What follows belongs to an exercise in optimizing a design on an open flow for small area and a short achievable clock period; a production flow would make more cautious choices. RTL that was checked went through simulation tests only; none was proved equivalent to the original.

==> inputs of v35 <==
// varcic_mc
module varcic_mc #(
  parameter int STAGES    = 5,
  parameter int IN_WIDTH  = 18,
  parameter int OUT_WIDTH = 18,
  parameter int ACC_WIDTH = 48,
  parameter int CHANNELS  = 2
) (
  input  logic                          clock,
  input  logic                          reset,
  input  logic [5:0]                    decimation,
  input  logic [5:0]                    out_shift,
  input  logic                          in_strobe,
  input  logic [CHANNELS*IN_WIDTH-1:0]  in_data,
  output logic                          out_strobe,
  output logic [CHANNELS*OUT_WIDTH-1:0] out_data,
  output logic                          overflow
);
export LEC_CHECK = 0
export CAP_MARGIN = 20
export CORE_MARGIN = 2
export CORE_UTILIZATION = 55
export CTS_BUF_LIST = sky130_fd_sc_hd__clkbuf_16
export CTS_CLUSTER_DIAMETER = 90
export CTS_CLUSTER_SIZE = 27
export SLEW_MARGIN = 20
export SYNTH_HIERARCHICAL = 1
export SYNTH_MINIMUM_KEEP_SIZE = 0
create_clock -name core_clock -period 16.0 [get_ports {clock}]
standard.sh (not shown) runs the stock make flow with config.mk's settings and CLKGATE_MAP_FILE= SYNTH_SCRIPT=/design/flow/synth_recipe.tcl, a recipe that flattens the netlist after the stock synthesis.
==> flow/flow/run.sh <==
#!/bin/bash
set -euo pipefail
export SETUP_SLACK_MARGIN=11.45
export BUFFER_PORTS_ARGS="-buffer_cell sky130_fd_sc_hd__buf_4"
bash standard.sh > standard_flow.log 2>&1
==> v30 (differences from v35) <==
GPL_ROUTABILITY_DRIVEN = 0   (was unset)
==> run summary <==
| metric | v35 | v30 |
|---|---|---|
| Maximum clock frequency | 199 MHz | 198 MHz |
| Relative area change from synthesis to final layout | 11.4% | 11.4% |
| Detailed placer's ending HPWL | 200 mm | 188 mm |
| Total instance count after detailed placement | 9150 | 9131 |
| Setup WS pre-CTS | 9.63 ns | 9.58 ns |
| Pin count of the biggest net entering global routing | 153 | 161 |
| Total cell area at the placement stage | 95700 um^2 | 95500 um^2 |
| Clock skew after layout | 0.0434 ns | 0.0411 ns |
| CP max stage delay | 0.83 ns | 0.78 ns |
| Average wire per standard cell | 26.7 um | 25.3 um |
| Run status | no timing/DRC/antenna violations | no timing/DRC/antenna violations |
Function was not checked in any run of this note: the RTL went through the layout flow alone.

==> build 58 <==
Another version of the RTL of varcic_mc (not shown whole).
// varcic_mc
module varcic_mc #(
  parameter int STAGES    = 5,
  parameter int IN_WIDTH  = 18,
  parameter int OUT_WIDTH = 18,
  parameter int ACC_WIDTH = 48,
  parameter int CHANNELS  = 2
) (
  input  logic                          clock,
  input  logic                          reset,
  input  logic [5:0]                    decimation,
  input  logic [5:0]                    out_shift,
  input  logic                          in_strobe,
  input  logic [CHANNELS*IN_WIDTH-1:0]  in_data,
  output logic                          out_strobe,
  output logic [CHANNELS*OUT_WIDTH-1:0] out_data,
  output logic                          overflow
);
clock: 16.0 ns
lec_check: 0
cap_margin: 20
core_margin: 2
core_utilization: 55
cts_buf_list: sky130_fd_sc_hd__clkbuf_8
slew_margin: 20
synth_hierarchical: 1
synth_minimum_keep_size: 0
==> flow/flow/run.sh <==
#!/bin/bash
set -euo pipefail
export SETUP_SLACK_MARGIN=11.3
bash standard.sh > standard_flow.log 2>&1
==> inputs of build 41, as changes to build 58 <==
==> flow/flow/run.sh (replaced) <==
#!/bin/bash
set -euo pipefail
export SETUP_SLACK_MARGIN=11.1
bash standard.sh > standard_flow.log 2>&1
CAP_MARGIN = 10   (was 20)
CORE_UTILIZATION = 65   (was 55)
SLEW_MARGIN = 10   (was 20)
==> inputs of build 45, as changes to build 58 <==
CAP_MARGIN = 10   (was 20)
CORE_UTILIZATION = 65   (was 55)
CTS_BUF_LIST = sky130_fd_sc_hd__clkbuf_16   (was sky130_fd_sc_hd__clkbuf_8)
CTS_CLUSTER_SIZE = 20   (was not set)
SLEW_MARGIN = 10   (was 20)
==> inputs of trial 8, as changes to build 58 <==
CORE_UTILIZATION = 40   (was 55)
CTS_BUF_LIST = not set   (was sky130_fd_sc_hd__clkbuf_8)
==> qor summary <==
quantity	build 41	trial 8	build 45	build 58
Post-route core utilization	0.750	0.484	0.768	0.648
Number of global-route vias before repair	54900	55900	55300	54800
Filler cells	8526	19000	8174	12200
Wire length on met2	103000 um	111000 um	103000 um	105000 um
Synth-to-Final Area Change	14.9%	20.4%	17.6%	17.6%
Run status	finished clean	finished clean	failed layout checks	finished clean
Reasons for failing layout checks	-	-	antenna rules	-
Worst hold slack across all endpoints	0.416 ns	0.417 ns	0.415 ns	0.413 ns
Vias post-DR	51100	50500	51200	50700
Routed metal-1 wirelength	90900 um	98600 um	92000 um	99900 um
Multi-input gate share of total cell area	0.517	0.513	0.516	0.517
Clock Skews	0.0659 ns	0.0348 ns	0.0283 ns	0.0524 ns
Register share of the cell area	0.358	0.342	0.350	0.350
Total clock buffers created by CTS	216	150	146	225
Time the final worst path needs with I/O delays and setup	5.02 ns	4.89 ns	4.82 ns	4.84 ns
Placer congestion estimate	0.983	0.941	0.989	0.959

-- what the ideal ports hide --
In the flow no input, the clock included, has a driving cell. The finished layouts below were timed again as built, in two steps. Step 1, drivers: a clkbuf_16 drives clock and a buf_2 each remaining input, both assumed. Step 2 times the ports against the registers' clock, not the clock port: input delays grow and output delays shrink by t, the midpoint of the rising clock arrivals with the driver on. a / b / c = ideal / step 1 / step 2; a / b = the first two.
run | t (ns) | slack for setup (ns) | hold WS [ns] | clock arrival spread, ns | worst register clock-pin slew, ns
v35 | 0.798 | 10.986 / 10.986 / 10.354 | 0.431 / 0.431 / 0.431 | 0.055 / 0.055 | 0.11 / 0.11
v30 | 0.795 | 10.947 / 10.947 / 10.281 | 0.430 / 0.430 / 0.430 | 0.048 / 0.048 | 0.11 / 0.11
build 58 | 1.025 | 11.159 / 11.159 / 10.201 | 0.413 / 0.413 / 0.413 | 0.053 / 0.052 | 0.07 / 0.07
build 41 | 1.008 | 10.976 / 10.965 / 9.957 | 0.416 / 0.416 / 0.416 | 0.066 / 0.066 | 0.08 / 0.08
build 45 | 0.855 | 11.181 / 11.142 / 10.286 | 0.415 / 0.415 / 0.415 | 0.033 / 0.033 | 0.07 / 0.07
trial 8 | 0.883 | 11.106 / 11.116 / 10.233 | 0.417 / 0.417 / 0.417 | 0.036 / 0.036 | 0.07 / 0.07
For build 41, which loses most, drivers alone change the setup slack by -0.011 ns; drivers and shift together by -1.019 ns.
